This is an optimization exercise on Yosys and OpenROAD, whose aim is small area and few clock cycles per item, not a production implementation. Function was checked by simulation only, so behaviour that the tests miss may differ from the original.

## design/flow/config.mk

```make
export PLATFORM = sky130hd
export DESIGN_NAME = sine_oscillator_sample_generator
export DESIGN_NICKNAME = sine_oscillator_sample_generator
export VERILOG_FILES = /design/flow/design.v
export SDC_FILE = /design/flow/constraint.sdc
export NUM_CORES = 4
export LEC_CHECK = 0
export ABC_AREA = 1
export CAP_MARGIN = 20
export CORE_MARGIN = 2
export CORE_UTILIZATION = 40
export CTS_BUF_LIST = sky130_fd_sc_hd__clkbuf_4 sky130_fd_sc_hd__clkbuf_8
export GPL_TIMING_DRIVEN = 0
export SLEW_MARGIN = 20
export SYNTH_HIERARCHICAL = 1
export SYNTH_MEMORY_MAX_BITS = 65536
export SYNTH_MINIMUM_KEEP_SIZE = 0
```

## design/flow/constraint.sdc

```tcl
create_clock -name core_clock -period 7.5 [get_ports {clk}]
set_input_delay 1.5000 -clock core_clock [delete_from_list [all_inputs] [get_ports {clk}]]
set_output_delay 1.5000 -clock core_clock [all_outputs]
set_load 0.01 [all_outputs]
```

## design/flow/design.v

```verilog
package sosg_pkg;
    localparam int unsigned PHASE_BITS_DEF      = 32;
    localparam int unsigned TABLE_ADDR_BITS_DEF = 10;
    localparam int unsigned SAMPLE_BITS_DEF     = 16;
    localparam int unsigned CELL_BITS = 8;
    localparam int unsigned AMP_BITS       = 15;
    localparam int unsigned STEP_BITS      = 32;
    localparam int unsigned APB_DATA_BITS  = 32;
    localparam int unsigned APB_ADDR_BITS  = 3;
    localparam logic [AMP_BITS-1:0]  AMP_RESET  = 15'd2048;
    localparam logic [STEP_BITS-1:0] STEP_RESET = 32'd0;
    localparam logic REG_AMPLITUDE  = 1'b0;
    localparam logic REG_PHASE_STEP = 1'b1;
    localparam int unsigned IN_DATA_BITS = 8;
    typedef struct packed {
        logic [AMP_BITS-1:0]  amplitude;
        logic [STEP_BITS-1:0] phase_step;
    } cfg_t;
    typedef struct packed {
        logic restart;
        logic block_end;
        logic carry;
    } cell_ctl_t;
endpackage
module sosg_add32 (
    input  logic [31:0] a,
    input  logic [31:0] b,
    output logic [31:0] s
);
    logic [10:0] s_lo;
    logic [10:0] s_mid0;
    logic [10:0] s_mid1;
    logic [9:0]  s_hi0;
    logic [9:0]  s_hi1;
    logic        c_lo;
    logic        c_mid0;
    logic        c_mid1;
    logic        c_mid;
    logic        c_hi0;
    logic        c_hi1;
    sosg_rca #(.W(11)) u_lo (
        .a (a[10:0]),  .b (b[10:0]),  .ci (1'b0), .s (s_lo),   .co (c_lo)
    );
    sosg_rca #(.W(11)) u_mid0 (
        .a (a[21:11]), .b (b[21:11]), .ci (1'b0), .s (s_mid0), .co (c_mid0)
    );
    sosg_rca #(.W(11)) u_mid1 (
        .a (a[21:11]), .b (b[21:11]), .ci (1'b1), .s (s_mid1), .co (c_mid1)
    );
    sosg_rca #(.W(10)) u_hi0 (
        .a (a[31:22]), .b (b[31:22]), .ci (1'b0), .s (s_hi0),  .co (c_hi0)
    );
    sosg_rca #(.W(10)) u_hi1 (
        .a (a[31:22]), .b (b[31:22]), .ci (1'b1), .s (s_hi1),  .co (c_hi1)
    );
    assign c_mid = c_lo ? c_mid1 : c_mid0;
    assign s     = {c_mid ? s_hi1 : s_hi0, c_lo ? s_mid1 : s_mid0, s_lo};
endmodule
module sosg_rca #(
    parameter int unsigned W = 8
) (
    input  logic [W-1:0] a,
    input  logic [W-1:0] b,
    input  logic         ci,
    output logic [W-1:0] s,
    output logic         co
);
    logic [W:0] c;
    assign c[0] = ci;
    genvar i;
    generate
        for (i = 0; i < W; i++)
        begin : g_bit
            sosg_fa u_fa (
                .a  (a[i]),
                .b  (b[i]),
                .c  (c[i]),
                .s  (s[i]),
                .co (c[i+1])
            );
        end
    endgenerate
    assign co = c[W];
endmodule
module sosg_qrom (
    input  logic [10:0] addr,
    output logic [15:0] data
);
    logic [6:0] x;
    logic [2:0] c;
    logic [17:0] u;
    logic [8:0] sl;
    logic e;
    logic [18:0] p;
    assign x = addr[9:3];
    assign c = addr[2:0];
    always_comb
    begin
        case (x)
            7'd0: u = 18'd4;
            7'd1: u = 18'd3220;
            7'd2: u = 18'd6436;
            7'd3: u = 18'd9654;
            7'd4: u = 18'd12868;
            7'd5: u = 18'd16079;
            7'd6: u = 18'd19295;
            7'd7: u = 18'd22494;
            7'd8: u = 18'd25703;
            7'd9: u = 18'd28900;
            7'd10: u = 18'd32092;
            7'd11: u = 18'd35284;
            7'd12: u = 18'd38466;
            7'd13: u = 18'd41646;
            7'd14: u = 18'd44823;
            7'd15: u = 18'd47986;
            7'd16: u = 18'd51149;
            7'd17: u = 18'd54303;
            7'd18: u = 18'd57445;
            7'd19: u = 18'd60573;
            7'd20: u = 18'd63698;
            7'd21: u = 18'd66812;
            7'd22: u = 18'd69921;
            7'd23: u = 18'd73019;
            7'd24: u = 18'd76103;
            7'd25: u = 18'd79172;
            7'd26: u = 18'd82234;
            7'd27: u = 18'd85280;
            7'd28: u = 18'd88318;
            7'd29: u = 18'd91343;
            7'd30: u = 18'd94350;
            7'd31: u = 18'd97340;
            7'd32: u = 18'd100322;
            7'd33: u = 18'd103287;
            7'd34: u = 18'd106236;
            7'd35: u = 18'd109169;
            7'd36: u = 18'd112086;
            7'd37: u = 18'd114991;
            7'd38: u = 18'd117868;
            7'd39: u = 18'd120735;
            7'd40: u = 18'd123581;
            7'd41: u = 18'd126407;
            7'd42: u = 18'd129212;
            7'd43: u = 18'd132002;
            7'd44: u = 18'd134775;
            7'd45: u = 18'd137524;
            7'd46: u = 18'd140250;
            7'd47: u = 18'd142959;
            7'd48: u = 18'd145644;
            7'd49: u = 18'd148306;
            7'd50: u = 18'd150951;
            7'd51: u = 18'd153564;
            7'd52: u = 18'd156166;
            7'd53: u = 18'd158734;
            7'd54: u = 18'd161287;
            7'd55: u = 18'd163807;
            7'd56: u = 18'd166309;
            7'd57: u = 18'd168782;
            7'd58: u = 18'd171230;
            7'd59: u = 18'd173655;
            7'd60: u = 18'd176055;
            7'd61: u = 18'd178420;
            7'd62: u = 18'd180766;
            7'd63: u = 18'd183077;
            7'd64: u = 18'd185367;
            7'd65: u = 18'd187630;
            7'd66: u = 18'd189863;
            7'd67: u = 18'd192071;
            7'd68: u = 18'd194236;
            7'd69: u = 18'd196391;
            7'd70: u = 18'd198503;
            7'd71: u = 18'd200590;
            7'd72: u = 18'd202647;
            7'd73: u = 18'd204668;
            7'd74: u = 18'd206664;
            7'd75: u = 18'd208630;
            7'd76: u = 18'd210560;
            7'd77: u = 18'd212458;
            7'd78: u = 18'd214330;
            7'd79: u = 18'd216166;
            7'd80: u = 18'd217968;
            7'd81: u = 18'd219742;
            7'd82: u = 18'd221479;
            7'd83: u = 18'd223183;
            7'd84: u = 18'd224852;
            7'd85: u = 18'd226495;
            7'd86: u = 18'd228092;
            7'd87: u = 18'd229663;
            7'd88: u = 18'd231192;
            7'd89: u = 18'd232695;
            7'd90: u = 18'd234159;
            7'd91: u = 18'd235588;
            7'd92: u = 18'd236978;
            7'd93: u = 18'd238340;
            7'd94: u = 18'd239661;
            7'd95: u = 18'd240944;
            7'd96: u = 18'd242199;
            7'd97: u = 18'd243407;
            7'd98: u = 18'd244582;
            7'd99: u = 18'd245724;
            7'd100: u = 18'd246826;
            7'd101: u = 18'd247895;
            7'd102: u = 18'd248916;
            7'd103: u = 18'd249910;
            7'd104: u = 18'd250862;
            7'd105: u = 18'd251772;
            7'd106: u = 18'd252654;
            7'd107: u = 18'd253492;
            7'd108: u = 18'd254295;
            7'd109: u = 18'd255055;
            7'd110: u = 18'd255780;
            7'd111: u = 18'd256468;
            7'd112: u = 18'd257108;
            7'd113: u = 18'd257719;
            7'd114: u = 18'd258290;
            7'd115: u = 18'd258823;
            7'd116: u = 18'd259311;
            7'd117: u = 18'd259767;
            7'd118: u = 18'd260180;
            7'd119: u = 18'd260550;
            7'd120: u = 18'd260887;
            7'd121: u = 18'd261183;
            7'd122: u = 18'd261439;
            7'd123: u = 18'd261653;
            7'd124: u = 18'd261837;
            7'd125: u = 18'd261972;
            7'd126: u = 18'd262071;
            7'd127: u = 18'd262130;
            default: u = 18'd0;
        endcase
    end
    always_comb
    begin
        case (x)
            7'd0: sl = 9'd402;
            7'd1: sl = 9'd402;
            7'd2: sl = 9'd402;
            7'd3: sl = 9'd401;
            7'd4: sl = 9'd401;
            7'd5: sl = 9'd401;
            7'd6: sl = 9'd399;
            7'd7: sl = 9'd401;
            7'd8: sl = 9'd399;
            7'd9: sl = 9'd399;
            7'd10: sl = 9'd399;
            7'd11: sl = 9'd398;
            7'd12: sl = 9'd398;
            7'd13: sl = 9'd397;
            7'd14: sl = 9'd395;
            7'd15: sl = 9'd395;
            7'd16: sl = 9'd393;
            7'd17: sl = 9'd391;
            7'd18: sl = 9'd391;
            7'd19: sl = 9'd391;
            7'd20: sl = 9'd390;
            7'd21: sl = 9'd389;
            7'd22: sl = 9'd387;
            7'd23: sl = 9'd385;
            7'd24: sl = 9'd383;
            7'd25: sl = 9'd383;
            7'd26: sl = 9'd381;
            7'd27: sl = 9'd380;
            7'd28: sl = 9'd378;
            7'd29: sl = 9'd375;
            7'd30: sl = 9'd374;
            7'd31: sl = 9'd373;
            7'd32: sl = 9'd371;
            7'd33: sl = 9'd369;
            7'd34: sl = 9'd367;
            7'd35: sl = 9'd365;
            7'd36: sl = 9'd362;
            7'd37: sl = 9'd359;
            7'd38: sl = 9'd358;
            7'd39: sl = 9'd355;
            7'd40: sl = 9'd353;
            7'd41: sl = 9'd351;
            7'd42: sl = 9'd349;
            7'd43: sl = 9'd347;
            7'd44: sl = 9'd343;
            7'd45: sl = 9'd341;
            7'd46: sl = 9'd339;
            7'd47: sl = 9'd335;
            7'd48: sl = 9'd333;
            7'd49: sl = 9'd331;
            7'd50: sl = 9'd327;
            7'd51: sl = 9'd325;
            7'd52: sl = 9'd321;
            7'd53: sl = 9'd319;
            7'd54: sl = 9'd315;
            7'd55: sl = 9'd313;
            7'd56: sl = 9'd309;
            7'd57: sl = 9'd306;
            7'd58: sl = 9'd303;
            7'd59: sl = 9'd299;
            7'd60: sl = 9'd295;
            7'd61: sl = 9'd293;
            7'd62: sl = 9'd289;
            7'd63: sl = 9'd287;
            7'd64: sl = 9'd283;
            7'd65: sl = 9'd279;
            7'd66: sl = 9'd275;
            7'd67: sl = 9'd271;
            7'd68: sl = 9'd269;
            7'd69: sl = 9'd263;
            7'd70: sl = 9'd261;
            7'd71: sl = 9'd257;
            7'd72: sl = 9'd253;
            7'd73: sl = 9'd250;
            7'd74: sl = 9'd246;
            7'd75: sl = 9'd241;
            7'd76: sl = 9'd238;
            7'd77: sl = 9'd235;
            7'd78: sl = 9'd230;
            7'd79: sl = 9'd226;
            7'd80: sl = 9'd222;
            7'd81: sl = 9'd217;
            7'd82: sl = 9'd213;
            7'd83: sl = 9'd209;
            7'd84: sl = 9'd205;
            7'd85: sl = 9'd199;
            7'd86: sl = 9'd196;
            7'd87: sl = 9'd191;
            7'd88: sl = 9'd188;
            7'd89: sl = 9'd183;
            7'd90: sl = 9'd179;
            7'd91: sl = 9'd174;
            7'd92: sl = 9'd171;
            7'd93: sl = 9'd165;
            7'd94: sl = 9'd161;
            7'd95: sl = 9'd156;
            7'd96: sl = 9'd151;
            7'd97: sl = 9'd147;
            7'd98: sl = 9'd143;
            7'd99: sl = 9'd138;
            7'd100: sl = 9'd133;
            7'd101: sl = 9'd127;
            7'd102: sl = 9'd124;
            7'd103: sl = 9'd119;
            7'd104: sl = 9'd114;
            7'd105: sl = 9'd111;
            7'd106: sl = 9'd105;
            7'd107: sl = 9'd100;
            7'd108: sl = 9'd95;
            7'd109: sl = 9'd91;
            7'd110: sl = 9'd86;
            7'd111: sl = 9'd81;
            7'd112: sl = 9'd77;
            7'd113: sl = 9'd71;
            7'd114: sl = 9'd67;
            7'd115: sl = 9'd61;
            7'd116: sl = 9'd57;
            7'd117: sl = 9'd51;
            7'd118: sl = 9'd47;
            7'd119: sl = 9'd42;
            7'd120: sl = 9'd37;
            7'd121: sl = 9'd31;
            7'd122: sl = 9'd27;
            7'd123: sl = 9'd23;
            7'd124: sl = 9'd17;
            7'd125: sl = 9'd13;
            7'd126: sl = 9'd7;
            7'd127: sl = 9'd3;
            default: sl = 9'd0;
        endcase
    end
    always_comb
    begin
        case (addr[9:0])
            10'd31: e = 1'b1;
            10'd117: e = 1'b1;
            10'd170: e = 1'b1;
            10'd250: e = 1'b1;
            10'd292: e = 1'b1;
            10'd317: e = 1'b1;
            10'd338: e = 1'b1;
            10'd410: e = 1'b1;
            10'd413: e = 1'b1;
            10'd460: e = 1'b1;
            10'd477: e = 1'b1;
            10'd517: e = 1'b1;
            10'd533: e = 1'b1;
            10'd546: e = 1'b1;
            10'd549: e = 1'b1;
            10'd585: e = 1'b1;
            10'd607: e = 1'b1;
            10'd659: e = 1'b1;
            10'd674: e = 1'b1;
            10'd692: e = 1'b1;
            10'd707: e = 1'b1;
            10'd731: e = 1'b1;
            10'd763: e = 1'b1;
            10'd765: e = 1'b1;
            10'd781: e = 1'b1;
            10'd804: e = 1'b1;
            10'd813: e = 1'b1;
            10'd818: e = 1'b1;
            10'd820: e = 1'b1;
            10'd836: e = 1'b1;
            10'd860: e = 1'b1;
            10'd883: e = 1'b1;
            10'd898: e = 1'b1;
            10'd905: e = 1'b1;
            10'd906: e = 1'b1;
            10'd907: e = 1'b1;
            10'd908: e = 1'b1;
            10'd923: e = 1'b1;
            10'd941: e = 1'b1;
            10'd955: e = 1'b1;
            10'd956: e = 1'b1;
            10'd963: e = 1'b1;
            10'd970: e = 1'b1;
            10'd971: e = 1'b1;
            10'd972: e = 1'b1;
            10'd973: e = 1'b1;
            10'd974: e = 1'b1;
            10'd981: e = 1'b1;
            default: e = 1'b0;
        endcase
    end
    assign p = 19'(u) + 19'(c) * 19'(sl) + (19'(e) << 3);
    assign data = addr[10] ? 16'd32768 : 16'(p[18:3]) ;
endmodule
module sosg_mul (
    input  logic [14:0] a,
    input  logic [14:0] b,
    output logic [14:0] p
);
    logic [224:0] pp;
    logic [29:0] nra, nrb;
    logic n1;
    logic n2;
    logic n3;
    logic n4;
    logic n5;
    logic n6;
    logic n7;
    logic n8;
    logic n9;
    logic n10;
    logic n11;
    logic n12;
    logic n13;
    logic n14;
    logic n15;
    logic n16;
    logic n17;
    logic n18;
    logic n19;
    logic n20;
    logic n21;
    logic n22;
    logic n23;
    logic n24;
    logic n25;
    logic n26;
    logic n27;
    logic n28;
    logic n29;
    logic n30;
    logic n31;
    logic n32;
    logic n33;
    logic n34;
    logic n35;
    logic n36;
    logic n37;
    logic n38;
    logic n39;
    logic n40;
    logic n41;
    logic n42;
    logic n43;
    logic n44;
    logic n45;
    logic n46;
    logic n47;
    logic n48;
    logic n49;
    logic n50;
    logic n51;
    logic n52;
    logic n53;
    logic n54;
    logic n55;
    logic n56;
    logic n57;
    logic n58;
    logic n59;
    logic n60;
    logic n61;
    logic n62;
    logic n63;
    logic n64;
    logic n65;
    logic n66;
    logic n67;
    logic n68;
    logic n69;
    logic n70;
    logic n71;
    logic n72;
    logic n73;
    logic n74;
    logic n75;
    logic n76;
    logic n77;
    logic n78;
    logic n79;
    logic n80;
    logic n81;
    logic n82;
    logic n83;
    logic n84;
    logic n85;
    logic n86;
    logic n87;
    logic n88;
    logic n89;
    logic n90;
    logic n91;
    logic n92;
    logic n93;
    logic n94;
    logic n95;
    logic n96;
    logic n97;
    logic n98;
    logic n99;
    logic n100;
    logic n101;
    logic n102;
    logic n103;
    logic n104;
    logic n105;
    logic n106;
    logic n107;
    logic n108;
    logic n109;
    logic n110;
    logic n111;
    logic n112;
    logic n113;
    logic n114;
    logic n115;
    logic n116;
    logic n117;
    logic n118;
    logic n119;
    logic n120;
    logic n121;
    logic n122;
    logic n123;
    logic n124;
    logic n125;
    logic n126;
    logic n127;
    logic n128;
    logic n129;
    logic n130;
    logic n131;
    logic n132;
    logic n133;
    logic n134;
    logic n135;
    logic n136;
    logic n137;
    logic n138;
    logic n139;
    logic n140;
    logic n141;
    logic n142;
    logic n143;
    logic n144;
    logic n145;
    logic n146;
    logic n147;
    logic n148;
    logic n149;
    logic n150;
    logic n151;
    logic n152;
    logic n153;
    logic n154;
    logic n155;
    logic n156;
    logic n157;
    logic n158;
    logic n159;
    logic n160;
    logic n161;
    logic n162;
    logic n163;
    logic n164;
    logic n165;
    logic n166;
    logic n167;
    logic n168;
    logic n169;
    logic n170;
    logic n171;
    logic n172;
    logic n173;
    logic n174;
    logic n175;
    logic n176;
    logic n177;
    logic n178;
    logic n179;
    logic n180;
    logic n181;
    logic n182;
    logic n183;
    logic n184;
    logic n185;
    logic n186;
    logic n187;
    logic n188;
    logic n189;
    logic n190;
    logic n191;
    logic n192;
    logic n193;
    logic n194;
    logic n195;
    logic n196;
    logic n197;
    logic n198;
    logic n199;
    logic n200;
    logic n201;
    logic n202;
    logic n203;
    logic n204;
    logic n205;
    logic n206;
    logic n207;
    logic n208;
    logic n209;
    logic n210;
    logic n211;
    logic n212;
    logic n213;
    logic n214;
    logic n215;
    logic n216;
    logic n217;
    logic n218;
    logic n219;
    logic n220;
    logic n221;
    logic n222;
    logic n223;
    logic n224;
    logic n225;
    logic n226;
    logic n227;
    logic n228;
    logic n229;
    logic n230;
    logic n231;
    logic n232;
    logic n233;
    logic n234;
    logic n235;
    logic n236;
    logic n237;
    logic n238;
    logic n239;
    logic n240;
    logic n241;
    logic n242;
    logic n243;
    logic n244;
    logic n245;
    logic n246;
    logic n247;
    logic n248;
    logic n249;
    logic n250;
    logic n251;
    logic n252;
    logic n253;
    logic n254;
    logic n255;
    logic n256;
    logic n257;
    logic n258;
    logic n259;
    logic n260;
    logic n261;
    logic n262;
    logic n263;
    logic n264;
    logic n265;
    logic n266;
    logic n267;
    logic n268;
    logic n269;
    logic n270;
    logic n271;
    logic n272;
    logic n273;
    logic n274;
    logic n275;
    logic n276;
    logic n277;
    logic n278;
    logic n279;
    logic n280;
    logic n281;
    logic n282;
    logic n283;
    logic n284;
    logic n285;
    logic n286;
    logic n287;
    logic n288;
    logic n289;
    logic n290;
    logic n291;
    logic n292;
    logic n293;
    logic n294;
    logic n295;
    logic n296;
    logic n297;
    logic n298;
    logic n299;
    logic n300;
    logic n301;
    logic n302;
    logic n303;
    logic n304;
    logic n305;
    logic n306;
    logic n307;
    logic n308;
    logic n309;
    logic n310;
    logic n311;
    logic n312;
    logic n313;
    logic n314;
    logic n315;
    logic n316;
    logic n317;
    logic n318;
    logic n319;
    logic n320;
    logic n321;
    logic n322;
    logic n323;
    logic n324;
    logic n325;
    logic n326;
    logic n327;
    logic n328;
    logic n329;
    logic n330;
    logic n331;
    logic n332;
    logic n333;
    logic n334;
    logic n335;
    logic n336;
    logic n337;
    logic n338;
    logic n339;
    logic n340;
    logic n341;
    logic n342;
    logic n343;
    logic n344;
    logic n345;
    logic n346;
    logic n347;
    logic n348;
    logic n349;
    logic n350;
    logic n351;
    logic n352;
    logic n353;
    logic n354;
    logic n355;
    logic n356;
    logic n357;
    logic n358;
    logic n359;
    logic n360;
    logic n361;
    logic n362;
    logic n363;
    logic n364;
    genvar i, j;
    generate
        for (i = 0; i < 15; i++)
        begin : g_a
            for (j = 0; j < 15; j++)
            begin : g_b
                assign pp[i*15+j] = ~(a[i] & b[j]);
            end
        end
    endgenerate
    assign n1 = ~(pp[13] ^ pp[27]);
    assign n2 = pp[13] | pp[27];
    sosg_fa u_fa0 (.a(pp[14]), .b(pp[28]), .c(pp[42]), .s(n3), .co(n4));
    assign n5 = ~(pp[56] ^ pp[70]);
    assign n6 = pp[56] | pp[70];
    sosg_fa u_fa1 (.a(pp[29]), .b(pp[43]), .c(pp[57]), .s(n7), .co(n8));
    assign n9 = ~(pp[71] ^ pp[85]);
    assign n10 = pp[71] | pp[85];
    sosg_fa u_fa2 (.a(pp[44]), .b(pp[58]), .c(pp[72]), .s(n11), .co(n12));
    assign n13 = ~(pp[9] ^ pp[23]);
    assign n14 = pp[9] | pp[23];
    sosg_fa u_fa3 (.a(pp[10]), .b(pp[24]), .c(pp[38]), .s(n15), .co(n16));
    assign n17 = ~(pp[52] ^ pp[66]);
    assign n18 = pp[52] | pp[66];
    sosg_fa u_fa4 (.a(pp[11]), .b(pp[25]), .c(pp[39]), .s(n19), .co(n20));
    sosg_fa u_fa5 (.a(pp[53]), .b(pp[67]), .c(pp[81]), .s(n21), .co(n22));
    assign n23 = ~(pp[95] ^ pp[109]);
    assign n24 = pp[95] | pp[109];
    sosg_fa u_fa6 (.a(pp[12]), .b(pp[26]), .c(pp[40]), .s(n25), .co(n26));
    sosg_fa u_fa7 (.a(pp[54]), .b(pp[68]), .c(pp[82]), .s(n27), .co(n28));
    sosg_fa u_fa8 (.a(pp[96]), .b(pp[110]), .c(pp[124]), .s(n29), .co(n30));
    assign n31 = ~(pp[138] ^ pp[152]);
    assign n32 = pp[138] | pp[152];
    sosg_fa u_fa9 (.a(pp[41]), .b(pp[55]), .c(pp[69]), .s(n33), .co(n34));
    sosg_fa u_fa10 (.a(pp[83]), .b(pp[97]), .c(pp[111]), .s(n35), .co(n36));
    sosg_fa u_fa11 (.a(pp[125]), .b(pp[139]), .c(pp[153]), .s(n37), .co(n38));
    sosg_fa u_fa12 (.a(pp[167]), .b(pp[181]), .c(pp[195]), .s(n39), .co(n40));
    sosg_fa u_fa13 (.a(pp[84]), .b(pp[98]), .c(pp[112]), .s(n41), .co(n42));
    sosg_fa u_fa14 (.a(pp[126]), .b(pp[140]), .c(pp[154]), .s(n43), .co(n44));
    sosg_fa u_fa15 (.a(pp[168]), .b(pp[182]), .c(pp[196]), .s(n45), .co(n46));
    sosg_fa u_fa16 (.a(pp[210]), .b(n3), .c(n5), .s(n47), .co(n48));
    sosg_fa u_fa17 (.a(pp[99]), .b(pp[113]), .c(pp[127]), .s(n49), .co(n50));
    sosg_fa u_fa18 (.a(pp[141]), .b(pp[155]), .c(pp[169]), .s(n51), .co(n52));
    sosg_fa u_fa19 (.a(pp[183]), .b(pp[197]), .c(pp[211]), .s(n53), .co(n54));
    sosg_fa u_fa20 (.a(n7), .b(n9), .c(n4), .s(n55), .co(n56));
    sosg_fa u_fa21 (.a(pp[86]), .b(pp[100]), .c(pp[114]), .s(n57), .co(n58));
    sosg_fa u_fa22 (.a(pp[128]), .b(pp[142]), .c(pp[156]), .s(n59), .co(n60));
    sosg_fa u_fa23 (.a(pp[170]), .b(pp[184]), .c(pp[198]), .s(n61), .co(n62));
    sosg_fa u_fa24 (.a(pp[212]), .b(n11), .c(n8), .s(n63), .co(n64));
    sosg_fa u_fa25 (.a(pp[59]), .b(pp[73]), .c(pp[87]), .s(n65), .co(n66));
    sosg_fa u_fa26 (.a(pp[101]), .b(pp[115]), .c(pp[129]), .s(n67), .co(n68));
    sosg_fa u_fa27 (.a(pp[143]), .b(pp[157]), .c(pp[171]), .s(n69), .co(n70));
    sosg_fa u_fa28 (.a(pp[185]), .b(pp[199]), .c(pp[213]), .s(n71), .co(n72));
    sosg_fa u_fa29 (.a(pp[74]), .b(pp[88]), .c(pp[102]), .s(n73), .co(n74));
    sosg_fa u_fa30 (.a(pp[116]), .b(pp[130]), .c(pp[144]), .s(n75), .co(n76));
    sosg_fa u_fa31 (.a(pp[158]), .b(pp[172]), .c(pp[186]), .s(n77), .co(n78));
    sosg_fa u_fa32 (.a(pp[89]), .b(pp[103]), .c(pp[117]), .s(n79), .co(n80));
    sosg_fa u_fa33 (.a(pp[131]), .b(pp[145]), .c(pp[159]), .s(n81), .co(n82));
    sosg_fa u_fa34 (.a(pp[104]), .b(pp[118]), .c(pp[132]), .s(n83), .co(n84));
    assign n85 = ~(pp[6] ^ pp[20]);
    assign n86 = pp[6] | pp[20];
    sosg_fa u_fa35 (.a(pp[7]), .b(pp[21]), .c(pp[35]), .s(n87), .co(n88));
    assign n89 = ~(pp[49] ^ pp[63]);
    assign n90 = pp[49] | pp[63];
    sosg_fa u_fa36 (.a(pp[8]), .b(pp[22]), .c(pp[36]), .s(n91), .co(n92));
    sosg_fa u_fa37 (.a(pp[50]), .b(pp[64]), .c(pp[78]), .s(n93), .co(n94));
    assign n95 = ~(pp[92] ^ pp[106]);
    assign n96 = pp[92] | pp[106];
    sosg_fa u_fa38 (.a(pp[37]), .b(pp[51]), .c(pp[65]), .s(n97), .co(n98));
    sosg_fa u_fa39 (.a(pp[79]), .b(pp[93]), .c(pp[107]), .s(n99), .co(n100));
    sosg_fa u_fa40 (.a(pp[121]), .b(pp[135]), .c(n13), .s(n101), .co(n102));
    sosg_fa u_fa41 (.a(pp[80]), .b(pp[94]), .c(pp[108]), .s(n103), .co(n104));
    sosg_fa u_fa42 (.a(pp[122]), .b(pp[136]), .c(pp[150]), .s(n105), .co(n106));
    sosg_fa u_fa43 (.a(n15), .b(n17), .c(n14), .s(n107), .co(n108));
    sosg_fa u_fa44 (.a(pp[123]), .b(pp[137]), .c(pp[151]), .s(n109), .co(n110));
    sosg_fa u_fa45 (.a(pp[165]), .b(n19), .c(n21), .s(n111), .co(n112));
    sosg_fa u_fa46 (.a(n23), .b(n16), .c(n18), .s(n113), .co(n114));
    sosg_fa u_fa47 (.a(pp[166]), .b(pp[180]), .c(n25), .s(n115), .co(n116));
    sosg_fa u_fa48 (.a(n27), .b(n29), .c(n31), .s(n117), .co(n118));
    sosg_fa u_fa49 (.a(n20), .b(n22), .c(n24), .s(n119), .co(n120));
    sosg_fa u_fa50 (.a(n1), .b(n33), .c(n35), .s(n121), .co(n122));
    sosg_fa u_fa51 (.a(n37), .b(n39), .c(n26), .s(n123), .co(n124));
    sosg_fa u_fa52 (.a(n28), .b(n30), .c(n32), .s(n125), .co(n126));
    sosg_fa u_fa53 (.a(n2), .b(n41), .c(n43), .s(n127), .co(n128));
    sosg_fa u_fa54 (.a(n45), .b(n47), .c(n34), .s(n129), .co(n130));
    sosg_fa u_fa55 (.a(n36), .b(n38), .c(n40), .s(n131), .co(n132));
    sosg_fa u_fa56 (.a(n6), .b(n49), .c(n51), .s(n133), .co(n134));
    sosg_fa u_fa57 (.a(n53), .b(n55), .c(n42), .s(n135), .co(n136));
    sosg_fa u_fa58 (.a(n44), .b(n46), .c(n48), .s(n137), .co(n138));
    sosg_fa u_fa59 (.a(n10), .b(n57), .c(n59), .s(n139), .co(n140));
    sosg_fa u_fa60 (.a(n61), .b(n63), .c(n50), .s(n141), .co(n142));
    sosg_fa u_fa61 (.a(n52), .b(n54), .c(n56), .s(n143), .co(n144));
    sosg_fa u_fa62 (.a(n12), .b(n65), .c(n67), .s(n145), .co(n146));
    sosg_fa u_fa63 (.a(n69), .b(n71), .c(n58), .s(n147), .co(n148));
    sosg_fa u_fa64 (.a(n60), .b(n62), .c(n64), .s(n149), .co(n150));
    sosg_fa u_fa65 (.a(pp[200]), .b(pp[214]), .c(n73), .s(n151), .co(n152));
    sosg_fa u_fa66 (.a(n75), .b(n77), .c(n66), .s(n153), .co(n154));
    sosg_fa u_fa67 (.a(n68), .b(n70), .c(n72), .s(n155), .co(n156));
    sosg_fa u_fa68 (.a(pp[173]), .b(pp[187]), .c(pp[201]), .s(n157), .co(n158));
    sosg_fa u_fa69 (.a(pp[215]), .b(n79), .c(n81), .s(n159), .co(n160));
    sosg_fa u_fa70 (.a(n74), .b(n76), .c(n78), .s(n161), .co(n162));
    sosg_fa u_fa71 (.a(pp[146]), .b(pp[160]), .c(pp[174]), .s(n163), .co(n164));
    sosg_fa u_fa72 (.a(pp[188]), .b(pp[202]), .c(pp[216]), .s(n165), .co(n166));
    sosg_fa u_fa73 (.a(n83), .b(n80), .c(n82), .s(n167), .co(n168));
    sosg_fa u_fa74 (.a(pp[119]), .b(pp[133]), .c(pp[147]), .s(n169), .co(n170));
    sosg_fa u_fa75 (.a(pp[161]), .b(pp[175]), .c(pp[189]), .s(n171), .co(n172));
    sosg_fa u_fa76 (.a(pp[203]), .b(pp[217]), .c(n84), .s(n173), .co(n174));
    sosg_fa u_fa77 (.a(pp[134]), .b(pp[148]), .c(pp[162]), .s(n175), .co(n176));
    sosg_fa u_fa78 (.a(pp[176]), .b(pp[190]), .c(pp[204]), .s(n177), .co(n178));
    sosg_fa u_fa79 (.a(pp[149]), .b(pp[163]), .c(pp[177]), .s(n179), .co(n180));
    assign n181 = ~(pp[4] ^ pp[18]);
    assign n182 = pp[4] | pp[18];
    sosg_fa u_fa80 (.a(pp[5]), .b(pp[19]), .c(pp[33]), .s(n183), .co(n184));
    assign n185 = ~(pp[47] ^ pp[61]);
    assign n186 = pp[47] | pp[61];
    sosg_fa u_fa81 (.a(pp[34]), .b(pp[48]), .c(pp[62]), .s(n187), .co(n188));
    sosg_fa u_fa82 (.a(pp[76]), .b(pp[90]), .c(n85), .s(n189), .co(n190));
    sosg_fa u_fa83 (.a(pp[77]), .b(pp[91]), .c(pp[105]), .s(n191), .co(n192));
    sosg_fa u_fa84 (.a(n87), .b(n89), .c(n86), .s(n193), .co(n194));
    sosg_fa u_fa85 (.a(pp[120]), .b(n91), .c(n93), .s(n195), .co(n196));
    sosg_fa u_fa86 (.a(n95), .b(n88), .c(n90), .s(n197), .co(n198));
    sosg_fa u_fa87 (.a(n97), .b(n99), .c(n101), .s(n199), .co(n200));
    sosg_fa u_fa88 (.a(n92), .b(n94), .c(n96), .s(n201), .co(n202));
    sosg_fa u_fa89 (.a(n103), .b(n105), .c(n107), .s(n203), .co(n204));
    sosg_fa u_fa90 (.a(n98), .b(n100), .c(n102), .s(n205), .co(n206));
    sosg_fa u_fa91 (.a(n109), .b(n111), .c(n113), .s(n207), .co(n208));
    sosg_fa u_fa92 (.a(n104), .b(n106), .c(n108), .s(n209), .co(n210));
    sosg_fa u_fa93 (.a(n115), .b(n117), .c(n119), .s(n211), .co(n212));
    sosg_fa u_fa94 (.a(n110), .b(n112), .c(n114), .s(n213), .co(n214));
    sosg_fa u_fa95 (.a(n121), .b(n123), .c(n125), .s(n215), .co(n216));
    sosg_fa u_fa96 (.a(n116), .b(n118), .c(n120), .s(n217), .co(n218));
    sosg_fa u_fa97 (.a(n127), .b(n129), .c(n131), .s(n219), .co(n220));
    sosg_fa u_fa98 (.a(n122), .b(n124), .c(n126), .s(n221), .co(n222));
    sosg_fa u_fa99 (.a(n133), .b(n135), .c(n137), .s(n223), .co(n224));
    sosg_fa u_fa100 (.a(n128), .b(n130), .c(n132), .s(n225), .co(n226));
    sosg_fa u_fa101 (.a(n139), .b(n141), .c(n143), .s(n227), .co(n228));
    sosg_fa u_fa102 (.a(n134), .b(n136), .c(n138), .s(n229), .co(n230));
    sosg_fa u_fa103 (.a(n145), .b(n147), .c(n149), .s(n231), .co(n232));
    sosg_fa u_fa104 (.a(n140), .b(n142), .c(n144), .s(n233), .co(n234));
    sosg_fa u_fa105 (.a(n151), .b(n153), .c(n155), .s(n235), .co(n236));
    sosg_fa u_fa106 (.a(n146), .b(n148), .c(n150), .s(n237), .co(n238));
    sosg_fa u_fa107 (.a(n157), .b(n159), .c(n161), .s(n239), .co(n240));
    sosg_fa u_fa108 (.a(n152), .b(n154), .c(n156), .s(n241), .co(n242));
    sosg_fa u_fa109 (.a(n163), .b(n165), .c(n167), .s(n243), .co(n244));
    sosg_fa u_fa110 (.a(n158), .b(n160), .c(n162), .s(n245), .co(n246));
    sosg_fa u_fa111 (.a(n169), .b(n171), .c(n173), .s(n247), .co(n248));
    sosg_fa u_fa112 (.a(n164), .b(n166), .c(n168), .s(n249), .co(n250));
    sosg_fa u_fa113 (.a(pp[218]), .b(n175), .c(n177), .s(n251), .co(n252));
    sosg_fa u_fa114 (.a(n170), .b(n172), .c(n174), .s(n253), .co(n254));
    sosg_fa u_fa115 (.a(pp[191]), .b(pp[205]), .c(pp[219]), .s(n255), .co(n256));
    sosg_fa u_fa116 (.a(n179), .b(n176), .c(n178), .s(n257), .co(n258));
    sosg_fa u_fa117 (.a(pp[164]), .b(pp[178]), .c(pp[192]), .s(n259), .co(n260));
    sosg_fa u_fa118 (.a(pp[206]), .b(pp[220]), .c(n180), .s(n261), .co(n262));
    sosg_fa u_fa119 (.a(pp[179]), .b(pp[193]), .c(pp[207]), .s(n263), .co(n264));
    assign n265 = ~(pp[3] ^ pp[17]);
    assign n266 = pp[3] | pp[17];
    sosg_fa u_fa120 (.a(pp[32]), .b(pp[46]), .c(pp[60]), .s(n267), .co(n268));
    sosg_fa u_fa121 (.a(pp[75]), .b(n183), .c(n185), .s(n269), .co(n270));
    sosg_fa u_fa122 (.a(n187), .b(n189), .c(n184), .s(n271), .co(n272));
    sosg_fa u_fa123 (.a(n191), .b(n193), .c(n188), .s(n273), .co(n274));
    sosg_fa u_fa124 (.a(n195), .b(n197), .c(n192), .s(n275), .co(n276));
    sosg_fa u_fa125 (.a(n199), .b(n201), .c(n196), .s(n277), .co(n278));
    sosg_fa u_fa126 (.a(n203), .b(n205), .c(n200), .s(n279), .co(n280));
    sosg_fa u_fa127 (.a(n207), .b(n209), .c(n204), .s(n281), .co(n282));
    sosg_fa u_fa128 (.a(n211), .b(n213), .c(n208), .s(n283), .co(n284));
    sosg_fa u_fa129 (.a(n215), .b(n217), .c(n212), .s(n285), .co(n286));
    sosg_fa u_fa130 (.a(n219), .b(n221), .c(n216), .s(n287), .co(n288));
    sosg_fa u_fa131 (.a(n223), .b(n225), .c(n220), .s(n289), .co(n290));
    sosg_fa u_fa132 (.a(n227), .b(n229), .c(n224), .s(n291), .co(n292));
    sosg_fa u_fa133 (.a(n231), .b(n233), .c(n228), .s(n293), .co(n294));
    sosg_fa u_fa134 (.a(n235), .b(n237), .c(n232), .s(n295), .co(n296));
    sosg_fa u_fa135 (.a(n239), .b(n241), .c(n236), .s(n297), .co(n298));
    sosg_fa u_fa136 (.a(n243), .b(n245), .c(n240), .s(n299), .co(n300));
    sosg_fa u_fa137 (.a(n247), .b(n249), .c(n244), .s(n301), .co(n302));
    sosg_fa u_fa138 (.a(n251), .b(n253), .c(n248), .s(n303), .co(n304));
    sosg_fa u_fa139 (.a(n255), .b(n257), .c(n252), .s(n305), .co(n306));
    sosg_fa u_fa140 (.a(n259), .b(n261), .c(n256), .s(n307), .co(n308));
    sosg_fa u_fa141 (.a(pp[221]), .b(n263), .c(n260), .s(n309), .co(n310));
    sosg_fa u_fa142 (.a(pp[194]), .b(pp[208]), .c(pp[222]), .s(n311), .co(n312));
    assign n313 = ~(pp[2] ^ pp[16]);
    assign n314 = pp[2] | pp[16];
    sosg_fa u_fa143 (.a(pp[31]), .b(pp[45]), .c(n265), .s(n315), .co(n316));
    sosg_fa u_fa144 (.a(n181), .b(n267), .c(n266), .s(n317), .co(n318));
    sosg_fa u_fa145 (.a(n182), .b(n269), .c(n268), .s(n319), .co(n320));
    sosg_fa u_fa146 (.a(n186), .b(n271), .c(n270), .s(n321), .co(n322));
    sosg_fa u_fa147 (.a(n190), .b(n273), .c(n272), .s(n323), .co(n324));
    sosg_fa u_fa148 (.a(n194), .b(n275), .c(n274), .s(n325), .co(n326));
    sosg_fa u_fa149 (.a(n198), .b(n277), .c(n276), .s(n327), .co(n328));
    sosg_fa u_fa150 (.a(n202), .b(n279), .c(n278), .s(n329), .co(n330));
    sosg_fa u_fa151 (.a(n206), .b(n281), .c(n280), .s(n331), .co(n332));
    sosg_fa u_fa152 (.a(n210), .b(n283), .c(n282), .s(n333), .co(n334));
    sosg_fa u_fa153 (.a(n214), .b(n285), .c(n284), .s(n335), .co(n336));
    sosg_fa u_fa154 (.a(n218), .b(n287), .c(n286), .s(n337), .co(n338));
    sosg_fa u_fa155 (.a(n222), .b(n289), .c(n288), .s(n339), .co(n340));
    sosg_fa u_fa156 (.a(n226), .b(n291), .c(n290), .s(n341), .co(n342));
    sosg_fa u_fa157 (.a(n230), .b(n293), .c(n292), .s(n343), .co(n344));
    sosg_fa u_fa158 (.a(n234), .b(n295), .c(n294), .s(n345), .co(n346));
    sosg_fa u_fa159 (.a(n238), .b(n297), .c(n296), .s(n347), .co(n348));
    sosg_fa u_fa160 (.a(n242), .b(n299), .c(n298), .s(n349), .co(n350));
    sosg_fa u_fa161 (.a(n246), .b(n301), .c(n300), .s(n351), .co(n352));
    sosg_fa u_fa162 (.a(n250), .b(n303), .c(n302), .s(n353), .co(n354));
    sosg_fa u_fa163 (.a(n254), .b(n305), .c(n304), .s(n355), .co(n356));
    sosg_fa u_fa164 (.a(n258), .b(n307), .c(n306), .s(n357), .co(n358));
    sosg_fa u_fa165 (.a(n262), .b(n309), .c(n308), .s(n359), .co(n360));
    sosg_fa u_fa166 (.a(n264), .b(n311), .c(n310), .s(n361), .co(n362));
    sosg_fa u_fa167 (.a(pp[209]), .b(pp[223]), .c(n312), .s(n363), .co(n364));
    assign nra[0] = pp[0];
    assign nrb[0] = 1'b1;
    assign nra[1] = pp[1];
    assign nrb[1] = pp[15];
    assign nra[2] = pp[30];
    assign nrb[2] = n313;
    assign nra[3] = n315;
    assign nrb[3] = n314;
    assign nra[4] = n317;
    assign nrb[4] = n316;
    assign nra[5] = n319;
    assign nrb[5] = n318;
    assign nra[6] = n321;
    assign nrb[6] = n320;
    assign nra[7] = n323;
    assign nrb[7] = n322;
    assign nra[8] = n325;
    assign nrb[8] = n324;
    assign nra[9] = n327;
    assign nrb[9] = n326;
    assign nra[10] = n329;
    assign nrb[10] = n328;
    assign nra[11] = n331;
    assign nrb[11] = n330;
    assign nra[12] = n333;
    assign nrb[12] = n332;
    assign nra[13] = n335;
    assign nrb[13] = n334;
    assign nra[14] = n337;
    assign nrb[14] = n336;
    assign nra[15] = n339;
    assign nrb[15] = n338;
    assign nra[16] = n341;
    assign nrb[16] = n340;
    assign nra[17] = n343;
    assign nrb[17] = n342;
    assign nra[18] = n345;
    assign nrb[18] = n344;
    assign nra[19] = n347;
    assign nrb[19] = n346;
    assign nra[20] = n349;
    assign nrb[20] = n348;
    assign nra[21] = n351;
    assign nrb[21] = n350;
    assign nra[22] = n353;
    assign nrb[22] = n352;
    assign nra[23] = n355;
    assign nrb[23] = n354;
    assign nra[24] = n357;
    assign nrb[24] = n356;
    assign nra[25] = n359;
    assign nrb[25] = n358;
    assign nra[26] = n361;
    assign nrb[26] = n360;
    assign nra[27] = n363;
    assign nrb[27] = n362;
    assign nra[28] = pp[224];
    assign nrb[28] = n364;
    assign nra[29] = 1'b1;
    assign nrb[29] = 1'b1;
    logic [29:0] g, t;
    logic [15:0] cl;
    assign g = nra & nrb;
    assign t = nra ^ nrb;
    assign cl[0] = 1'b1;
    genvar k;
    generate
        for (k = 0; k < 15; k++)
        begin : g_lo
            assign cl[k+1] = g[k] | (t[k] & cl[k]);
        end
    endgenerate
    logic gg0, gp0;
    assign gg0 = g[16] | (t[16] & g[15]);
    assign gp0 = t[16] & t[15];
    logic gg1, gp1;
    assign gg1 = g[18] | (t[18] & g[17]);
    assign gp1 = t[18] & t[17];
    logic gg2, gp2;
    assign gg2 = g[20] | (t[20] & g[19]);
    assign gp2 = t[20] & t[19];
    logic gg3, gp3;
    assign gg3 = g[22] | (t[22] & g[21]);
    assign gp3 = t[22] & t[21];
    logic gg4, gp4;
    assign gg4 = g[24] | (t[24] & g[23]);
    assign gp4 = t[24] & t[23];
    logic gg5, gp5;
    assign gg5 = g[26] | (t[26] & g[25]);
    assign gp5 = t[26] & t[25];
    logic gg6, gp6;
    assign gg6 = g[28] | (t[28] & g[27]);
    assign gp6 = t[28] & t[27];
    logic gg7, gp7;
    assign gg7 = g[17] | (t[17] & gg0);
    assign gp7 = t[17] & gp0;
    logic gg8, gp8;
    assign gg8 = gg1 | (gp1 & gg0);
    assign gp8 = gp1 & gp0;
    logic gg9, gp9;
    assign gg9 = g[21] | (t[21] & gg2);
    assign gp9 = t[21] & gp2;
    logic gg10, gp10;
    assign gg10 = gg3 | (gp3 & gg2);
    assign gp10 = gp3 & gp2;
    logic gg11, gp11;
    assign gg11 = g[25] | (t[25] & gg4);
    assign gp11 = t[25] & gp4;
    logic gg12, gp12;
    assign gg12 = gg5 | (gp5 & gg4);
    assign gp12 = gp5 & gp4;
    logic gg13, gp13;
    assign gg13 = g[19] | (t[19] & gg8);
    assign gp13 = t[19] & gp8;
    logic gg14, gp14;
    assign gg14 = gg2 | (gp2 & gg8);
    assign gp14 = gp2 & gp8;
    logic gg15, gp15;
    assign gg15 = gg9 | (gp9 & gg8);
    assign gp15 = gp9 & gp8;
    logic gg16, gp16;
    assign gg16 = gg10 | (gp10 & gg8);
    assign gp16 = gp10 & gp8;
    logic gg17, gp17;
    assign gg17 = g[27] | (t[27] & gg12);
    assign gp17 = t[27] & gp12;
    logic gg18, gp18;
    assign gg18 = gg6 | (gp6 & gg12);
    assign gp18 = gp6 & gp12;
    logic gg19, gp19;
    assign gg19 = g[23] | (t[23] & gg16);
    assign gp19 = t[23] & gp16;
    logic gg20, gp20;
    assign gg20 = gg4 | (gp4 & gg16);
    assign gp20 = gp4 & gp16;
    logic gg21, gp21;
    assign gg21 = gg11 | (gp11 & gg16);
    assign gp21 = gp11 & gp16;
    logic gg22, gp22;
    assign gg22 = gg12 | (gp12 & gg16);
    assign gp22 = gp12 & gp16;
    logic gg23, gp23;
    assign gg23 = gg17 | (gp17 & gg16);
    assign gp23 = gp17 & gp16;
    logic gg24, gp24;
    assign gg24 = gg18 | (gp18 & gg16);
    assign gp24 = gp18 & gp16;
    logic [29:15] ch;
    assign ch[15] = cl[15];
    assign ch[16] = g[15] | (t[15] & cl[15]);
    assign ch[17] = gg0 | (gp0 & cl[15]);
    assign ch[18] = gg7 | (gp7 & cl[15]);
    assign ch[19] = gg8 | (gp8 & cl[15]);
    assign ch[20] = gg13 | (gp13 & cl[15]);
    assign ch[21] = gg14 | (gp14 & cl[15]);
    assign ch[22] = gg15 | (gp15 & cl[15]);
    assign ch[23] = gg16 | (gp16 & cl[15]);
    assign ch[24] = gg19 | (gp19 & cl[15]);
    assign ch[25] = gg20 | (gp20 & cl[15]);
    assign ch[26] = gg21 | (gp21 & cl[15]);
    assign ch[27] = gg22 | (gp22 & cl[15]);
    assign ch[28] = gg23 | (gp23 & cl[15]);
    assign ch[29] = gg24 | (gp24 & cl[15]);
    assign p = ~(t[29:15] ^ ch[29:15]);
endmodule
module sosg_fa (
    input  logic a,
    input  logic b,
    input  logic c,
    output logic s,
    output logic co
);
    assign s  = a ^ b ^ c;
    assign co = (a & b) | (a & c) | (b & c);
endmodule
module sine_oscillator_sample_generator #(
    parameter int unsigned PHASE_BITS      = sosg_pkg::PHASE_BITS_DEF,
    parameter int unsigned TABLE_ADDR_BITS = sosg_pkg::TABLE_ADDR_BITS_DEF,
    parameter int unsigned SAMPLE_BITS     = sosg_pkg::SAMPLE_BITS_DEF
) (
    input  logic                                clk,
    input  logic                                rst_n,
    input  logic                                s_tvalid,
    output logic                                s_tready,
    input  logic [sosg_pkg::IN_DATA_BITS-1:0]   s_tdata,   
    input  logic                                s_tlast,
    output logic                                m_tvalid,
    input  logic                                m_tready,
    output logic [((SAMPLE_BITS+7)/8)*8-1:0]    m_tdata,   
    output logic                                m_tlast,
    input  logic                                psel,
    input  logic                                penable,
    input  logic                                pwrite,
    input  logic [sosg_pkg::APB_ADDR_BITS-1:0]  paddr,
    input  logic [sosg_pkg::APB_DATA_BITS-1:0]  pwdata,
    output logic [sosg_pkg::APB_DATA_BITS-1:0]  prdata,
    output logic                                pready
);
    logic [14:0] amplitude_reg;
    logic [31:0] phase_step_reg;
    logic        wr_en;
    logic        adv;
    logic        acc;
    logic        restart;
    logic [31:0] phase_reg;
    logic [31:0] phase_sum;
    logic [11:0] phase_top;
    logic [10:0] rom_addr;
    logic [15:0] ent;
    logic [15:0] ent_reg;
    logic        neg1_reg;
    logic        last1_reg;
    logic        v1_reg;
    logic [14:0] prod;
    logic [14:0] mag;
    logic [14:0] mag_reg;
    logic        neg2_reg;
    logic        last2_reg;
    logic        v2_reg;
    assign pready = 1'b1;
    assign wr_en  = psel && penable && pwrite;
    always_ff @(posedge clk or negedge rst_n)
    begin
        if (!rst_n)
        begin
            amplitude_reg  <= sosg_pkg::AMP_RESET;
            phase_step_reg <= sosg_pkg::STEP_RESET;
        end
        else if (wr_en)
        begin
            if (paddr[2])
                phase_step_reg <= pwdata;
            else
                amplitude_reg  <= pwdata[14:0];
        end
    end
    assign prdata = paddr[2] ? phase_step_reg : {17'd0, amplitude_reg};
    assign adv      = !v2_reg || m_tready;
    assign s_tready = adv;
    assign acc      = s_tvalid && adv;
    assign restart  = s_tdata[0];
    sosg_add32 u_add (
        .a (phase_reg),
        .b (phase_step_reg),
        .s (phase_sum)
    );
    always_ff @(posedge clk or negedge rst_n)
    begin
        if (!rst_n)
            phase_reg <= '0;
        else if (acc)
            phase_reg <= restart ? phase_step_reg : phase_sum;
    end
    assign phase_top = phase_reg[31:20];
    assign rom_addr = phase_top[10] ? (11'd1024 - {1'b0, phase_top[9:0]}) : {1'b0, phase_top[9:0]};
    sosg_qrom u_qrom (
        .addr (rom_addr),
        .data (ent)
    );
    always_ff @(posedge clk or negedge rst_n)
    begin
        if (!rst_n)
        begin
            v1_reg <= 1'b0;
            v2_reg <= 1'b0;
        end
        else if (adv)
        begin
            v1_reg <= s_tvalid;
            v2_reg <= v1_reg;
        end
    end
    always_ff @(posedge clk)
    begin
        if (adv)
        begin
            ent_reg   <= restart ? 16'd0 : ent;
            neg1_reg  <= phase_top[11];
            last1_reg <= s_tlast;
            mag_reg   <= mag;
            neg2_reg  <= neg1_reg;
            last2_reg <= last1_reg;
        end
    end
    sosg_mul u_mul (
        .a (amplitude_reg),
        .b (ent_reg[14:0]),
        .p (prod)
    );
    assign mag = ent_reg[15] ? amplitude_reg : prod;
    assign m_tvalid = v2_reg;
    assign m_tdata  = neg2_reg ? (16'd0 - {1'b0, mag_reg}) : {1'b0, mag_reg};
    assign m_tlast  = last2_reg;
endmodule
```

## design/flow/run.sh

```bash
#!/bin/bash
# synth_recipe.tcl (not shown) runs the flow's synth.tcl, then flattens the netlist and writes it again
# the make line also repeats each setting of config.mk as NAME=value (left out here)
make -C /OpenROAD-flow-scripts/flow DESIGN_CONFIG=/design/flow/config.mk WORK_HOME=/design/flow/orfs CLKGATE_MAP_FILE= SYNTH_SCRIPT=/design/flow/synth_recipe.tcl finish
```

==> results.yml, run 1 <==
clock_tree:
  cts_hold_buf: 0
  cts_htree_levels: 4
  cts_sinks: 116
  cts_buffers: 17
  cts_tree: "built"
  clockBufferDepth: 2
  clk_latency_ns: 0.47
  root_buffer: "clkbuf_8"
  path_clk_slew_ns: 0.08
sta:
  skew_ns: 0.0145
  finalHoldViolCount: 0
  min_period_ns: 7.14
  slew_headroom_pct: 30.6
  finalSetupViolations: 0
  worst_pin_slew_ns: 1.04
  setup-tns-final_ns: 0
  fmax_mhz: 140
  worst_slack_ns: 0.360
  period_share_pct: 95.2
  drv_slew: 0
critical_path:
  required_ns: 7.71
  start_kind: "flip-flop"
  reg2reg_depth: 40
  path_common_cell: "nand2_1"
  rr_startpoint: "phase_reg[20]$_DFFE_PN0P_"
  max_stage_delay_ns: 0.53
  crit_arrival_ns: 7.35
  r2r_setup_slack_ns: 0.36
  cp-end-kind: "flip-flop"
  cp_max_fo: 18
  cp_slowest_cell: "fa_1"
  r2r_end: "ent_reg[13]$_SDFFCE_PP0N_"
  critPathKind: "reg -> reg"
synthesis:
  synth-seq-cells: 116
  syn_area_per_cell_sq_um: 7.42
  synth_common_cells: "nand2_1 (683), inv_1 (318), fa_1 (241)"
  synthFlopType: "dfrtp_1"
  synth_most_common_cell: "nand2_1"
  synth_top_area_share_pct: 27.3
  seq_area_frac_synth_pct: 17.4
  syn-cell-area_sq_mm: 0.0177
  synth_area_leaders: "fa_1 (27%), nand2_1 (14%), dfrtp_1 (11%)"
  async_flop_share_pct: 69.8
  ys_types: 58
  yosysWarningCount: 8
  yosys.area.top_type: "fa_1"
  synth_edf_count: 35
  synthCells: 2384
layout:
  fin_cells: 3119
  layout-drive-gt1-share_pct: 7.32
  area_growth_pct: 13.6
  diodes: 0
  fillers: 4547
  nNetsFinal: 2897
drt:
  routed-via-count: 17600
  wl_per_cell_um: 22.5
  drc: 0
  drt_iter0_drc: 1740
  firstDrtPassIters: 6
  wirelength_um: 70100
  avgViaCountPerCell: 5.65
  ant_nets: 0
worst_hold_path:
  holdPathStages: 0
  hold_class: "reg -> reg"
  hold_end: "last2_reg$_DFFE_PN_"
  worstHoldStart: "last1_reg$_DFFE_PN_"
floorplanning:
  start_util_pct: 40.3
  rows: 77
  die_w_um: 214
  die_area_sq_mm: 0.0459
  design.core.area_sq_mm: 0.0439
  io_pins: 103
  die_h_um: 214
flow_run:
  maxCapViolCount: 0
grt:
  busiest_layer: "met2"
  antenna_found_initial: 0
  grt_pass1_wl_um: 107000
  grtUsageTotal_pct: 30.6
  met2_usage_pct: 48.6
  grt_use_met3_pct: 4.87
  grt_util_met1_pct: 41.0
  grt_max_degree: 53
  grt_pass1_vias: 17700
  overflow: 0
placement:
  dp_hpwl_um: 55000
  gp_congestion: 1.05
  place_ws_ns: -0.928
  port-buffer-count: 91
  placed_cells: 3073
status:
  status: "complete, no violations"
[per-layer routing]
layer  wire, um  up-vias
met5          0        -
met4       3700        0
met3       5710      212
met2      31700      903
met1      29000     8651
li1           -     7847
[stage by stage]
step | utilization, % | hold WS (ns) | area, sq um
after floorplan | - | 0.400 | 17700
after global placement | 44.1 | 0.403 | 19400
after detailed placement | 44.2 | 0.411 | 19400
after CTS | 45.5 | 0.448 | 20000
after global routing | 45.8 | 0.448 | 20100
final | 45.8 | 0.439 | 20100
[cell type report]
class	instances	area, sq um	area share, %
buffer	113	568	2.83
multi-input combinational	1830	13000	64.5
inverter	327	1230	6.14
clock inverter	14	179	0.890
timing repair buffer	109	1080	5.39
clock buffer	18	241	1.20
sequential	116	3080	15.3
tap	592	741	3.68
[cells by family (layout without fill, tap and decap cells)]
group	Yosys count	count (layout)	share of synthesized area, %
compound gates	406	406	13.4
simple gates	1071	1071	24.6
mux	1	1	0.0636
fa+ha+maj	332	332	33.7
flops	116	116	17.4
buf+inv	441	581	10.1
other cells	3	6	0.0636
xor+xnor	14	14	0.693
[cells in the final DEF (no fill, tap or decap), drive strengths merged, types with 14 or more instances in the layout]
cell,Yosys,routed
buf,67,85
fa,241,241
edfxtp,35,35
o21ai,185,185
nand3,109,109
nand2,695,695
nor2,220,220
clkdlybuf4s50,0,90
ha,91,91
inv,325,327
o211ai,27,27
nand4,14,14
dfrtp,80,80
clkbuf,47,65
nor3,27,27
a21oi,102,102
o22ai,14,14
[critical path, delay by kind of cell, from the launching register on]
family                   cells  cell delay, ns
AND/OR/NAND/NOR             21            2.59
AO/OA/AOI/OAI                4            0.54
flip-flops                   1            0.45
adder cells (fa/ha/maj)      5            1.95
XOR/XNOR                     1            0.20
buffers and inverters        9            1.11
[per-module statistics from Yosys (local to each module, per instance), excerpt]
module	cell area, sq um	copies in the design	cells inside	flops+latches
sine_oscillator_sample_generator	5690	1	695	116
sosg_add32	315	1	74	0
sosg_fa	20.0	221	1	0
sosg_mul	2400	1	510	0
sosg_qrom	4860	1	884	0
[worst max-delay path by stage]
stage	from	slack [ns]	endpoint	depth (start not counted)
after floorplan	phase_reg[20]$_DFFE_PN0P_	0.50	ent_reg[13]$_SDFFCE_PP0N_	39
after global placement	phase_reg[20]$_DFFE_PN0P_	-2.26	ent_reg[13]$_SDFFCE_PP0N_	39
after detailed placement	phase_reg[20]$_DFFE_PN0P_	-0.93	ent_reg[13]$_SDFFCE_PP0N_	39
after CTS	phase_reg[20]$_DFFE_PN0P_	0.009	ent_reg[13]$_SDFFCE_PP0N_	39
after global routing	phase_reg[21]$_DFFE_PN0P_	-0.007	ent_reg[13]$_SDFFCE_PP0N_	41
final	phase_reg[20]$_DFFE_PN0P_	0.36	ent_reg[13]$_SDFFCE_PP0N_	40
[timing repair]
item                       4_1_cts  5_1_grt
gates resized for setup         14       27
setup endpoints to repair       13        6
pin swaps                        2        4
buffers inserted                 7        8
Testbench counts, summed over its fixed seeds: cycles 19,264, items 19,200.
==> run 2, diff against run 1 <==
--- a/design/flow/config.mk
+++ b/design/flow/config.mk
@@ -6,12 +6,13 @@
 export NUM_CORES = 4
 export LEC_CHECK = 0
 export ABC_AREA = 1
-export CAP_MARGIN = 20
+export CAP_MARGIN = 0
 export CORE_MARGIN = 2
-export CORE_UTILIZATION = 40
+export CORE_UTILIZATION = 60
 export CTS_BUF_LIST = sky130_fd_sc_hd__clkbuf_4 sky130_fd_sc_hd__clkbuf_8
 export GPL_TIMING_DRIVEN = 0
-export SLEW_MARGIN = 20
+export PLACE_DENSITY = 0.75
+export SLEW_MARGIN = 0
 export SYNTH_HIERARCHICAL = 1
 export SYNTH_MEMORY_MAX_BITS = 65536
 export SYNTH_MINIMUM_KEEP_SIZE = 0
==> results.yml, run 2 <==
grt:
  grt_max_degree: 72
  grt_pass1_vias: 19800
  antenna_found_initial: 1
  grtUsageTotal_pct: 49.7
  grt_pass1_wl_um: 114000
  overflow: 0
critical_path:
  required_ns: 7.84
  cp_slowest_cell: "dfrtp_2"
  cp-end-kind: "flip-flop"
  path_common_cell: "nand2_1"
  start_kind: "flip-flop"
  critPathKind: "reg -> reg"
  crit_arrival_ns: 7.60
  max_stage_delay_ns: 0.48
  critPathBufInv: 6
  crit_family: "simple AND/OR/NAND/NOR gates"
  cp_max_fo: 10
synthesis:
  synth_area_leaders: "fa_1 (27%), nand2_1 (14%), dfrtp_1 (11%)"
  synth_common_cells: "nand2_1 (683), inv_1 (318), fa_1 (241)"
  synth_top_area_share_pct: 27.3
  synth_xor_xnor_area_share_pct: 0.693
  seq_area_frac_synth_pct: 17.4
  synth_mux_area_share_pct: 0.0636
  async_flop_share_pct: 69.8
  yosysWarningCount: 8
  synth_most_common_cell: "nand2_1"
  synthCells: 2384
  synth_compound_area_share_pct: 13.4
  ys_types: 58
  synth_top_family_by_area: "adder cells"
  syn-cell-area_sq_mm: 0.0177
  synth-seq-cells: 116
  syn_area_per_cell_sq_um: 7.42
  yosys.area.top_type: "fa_1"
  synth_edf_count: 35
  synthAdderAreaFrac_pct: 33.7
  synthSimpleGateAreaFrac_pct: 24.6
  synthFlopType: "dfrtp_1"
layout:
  area_growth_pct: 11.7
  seqCellArea_sq_mm: 0.00309
  nNetsFinal: 2885
  fin_util_pct: 68.5
  layout_commonest_cell: "nand2_1"
  layout-drive-gt1-share_pct: 7.28
  fillers: 2056
  finish.instance_area_sq_mm: 0.0198
  multi_input_area_sq_mm: 0.0130
  final_cell_mix: "nand2_1 (680), inv_1 (315), fa_1 (241)"
drt:
  drt_iter0_drc: 3749
  avgViaCountPerCell: 6.83
  routed-via-count: 19800
  wirelength_um: 75100
  wl_per_cell_um: 25.9
  firstDrtPassIters: 13
  drc: 0
  ant_nets: 0
sta:
  fmax_mhz: 138
  worst_pin_slew_ns: 1.28
  period_share_pct: 96.8
  hold_ws_ns: 0.426
  setup-tns-final_ns: 0
  slew_headroom_pct: 14.3
  drv_slew: 0
  finalHoldViolCount: 0
  skew_ns: 0.0162
  min_period_ns: 7.26
  finalSetupViolations: 0
clock_tree:
  cts_tree: "built"
  clk_latency_ns: 0.49
  path_clk_slew_ns: 0.09
  cts_buffers: 17
  cts_sinks: 116
  cts_htree_levels: 4
  root_buffer: "clkbuf_8"
  clockBufferDepth: 2
placement:
  port-buffer-count: 91
  dp_hpwl_um: 55100
  gp_congestion: 1.13
  placed_area_sq_mm: 0.0192
floorplanning:
  die_h_um: 176
  die_w_um: 176
  design.core.area_sq_mm: 0.0289
  die_area_sq_mm: 0.0309
  io_pins: 103
  start_util_pct: 61.3
  rows: 62
flow_run:
  maxCapViolCount: 0
status:
  status: "complete, no violations"
worst_hold_path:
  hold_class: "reg -> reg"
## run 2: cell count changes in the layout (fill, tap and decap cells not counted), moves of 3 or more
cell        previous run  this run
clkbuf_1              43        37
dfrtp_2                4         8
inv_8                  0         3
inv_6                  4         7
buf_4                 29        24
clkinvlp_4             5         2
dfrtp_1               76        72
## run 2: path summary, 6_finish.rpt
path,endpoint,depth (start not counted),startpoint,slack [ns]
max in group asynchronous,phase_step_reg[23]$_DFFE_PN0P_,2,rst_n,6.03
worst max-delay path,ent_reg[15]$_SDFFCE_PP0N_,35,phase_reg[21]$_DFFE_PN0P_,0.24
worst min register to register,last2_reg$_DFFE_PN_,0,last1_reg$_DFFE_PN_,0.43
worst min-delay path,last2_reg$_DFFE_PN_,0,last1_reg$_DFFE_PN_,0.43
min in group asynchronous,phase_reg[0]$_DFFE_PN0P_,1,rst_n,0.84
worst max register to register,ent_reg[15]$_SDFFCE_PP0N_,35,phase_reg[21]$_DFFE_PN0P_,0.24
## run 2: repair_timing
action | 4_1_cts | 5_1_grt
endpoints found under the setup margin | 16 | 11
buffers inserted | 4 | 5
resized for setup | 14 | 36
hold buffers | 0 | 0
pin swaps | 1 | 5
## run 2: layout make-up
cell class | instances | area share, %
Clock inverter | 15 | 0.943
Timing Repair Buffer | 103 | 5.19
Sequential cell | 116 | 15.6
Buffer | 107 | 2.75
Tap cell | 384 | 2.43
Multi-Input combinational cell | 1830 | 65.6
Inverter | 327 | 6.23
Antenna cell | 1 | 0.0127
Clock buffer | 17 | 1.18
## run 2: cells by family (layout without fill, tap and decap cells)
family                   count (synthesis)  in the layout
AND/OR/NAND/NOR                       1071           1071
buffers and inverters                  441            569
AO/OA/AOI/OAI                          406            406
adder cells (fa/ha/maj)                332            332
flip-flops                             116            116
XOR/XNOR                                14             14
other                                    3              7
multiplexers                             1              1
## run 2: metrics by stage
step	instances	worst slack, ns
2_1_floorplan	2387	0.500
3_3_place_gp	2862	-1.90
3_5_place_dp	2865	-1.13
4_1_cts	2899	0.0361
5_1_grt	2899	-0.00837
6_report	2900	0.243
## run 2: per-module statistics from Yosys (local to each module, per instance), a selection
module	flops+latches	cells inside	copies in the design	area, sq um
sosg_mul	0	510	1	2400
sosg_add32	0	74	1	315
sosg_fa	0	1	221	20.0
sine_oscillator_sample_generator	116	695	1	5690
sosg_qrom	0	884	1	4860
## run 2: metal layers
layer / global-route usage [%] / vias up / share of wire, %
li1: - / 7849 / -
met1: 57.6 / 9156 / 32
met2: 75.1 / 2123 / 43
met3: 19.9 / 672 / 15
met4: 35.6 / 2 / 9.4
met5: 0.641 / - / 0.016

-- re-timing with driven ports --
Ports are ideal in the flow. The routed layouts listed here were re-timed in OpenROAD. Step 1, drivers: a clkbuf_16 drives clk and a buf_2 each remaining input, both assumed. Step 2 moves the port delays by t, midway between the first and last clock arrival at a register: inputs arrive t later, outputs are due t later. That takes back most of the time a late clock gives input paths. Slacks: ideal / step 1 / step 2; pairs: ideal / step 1.
run | t, ns | setup slack, ns | worst setup path at the end | clock arrival spread, ns
run 1 | 0.502 | 0.360 / 0.360 / 0.360 | register to register | 0.015 / 0.015
run 2 | 0.526 | 0.243 / 0.243 / 0.243 | register to register | 0.017 / 0.017
After both steps every run listed still meets setup and hold.
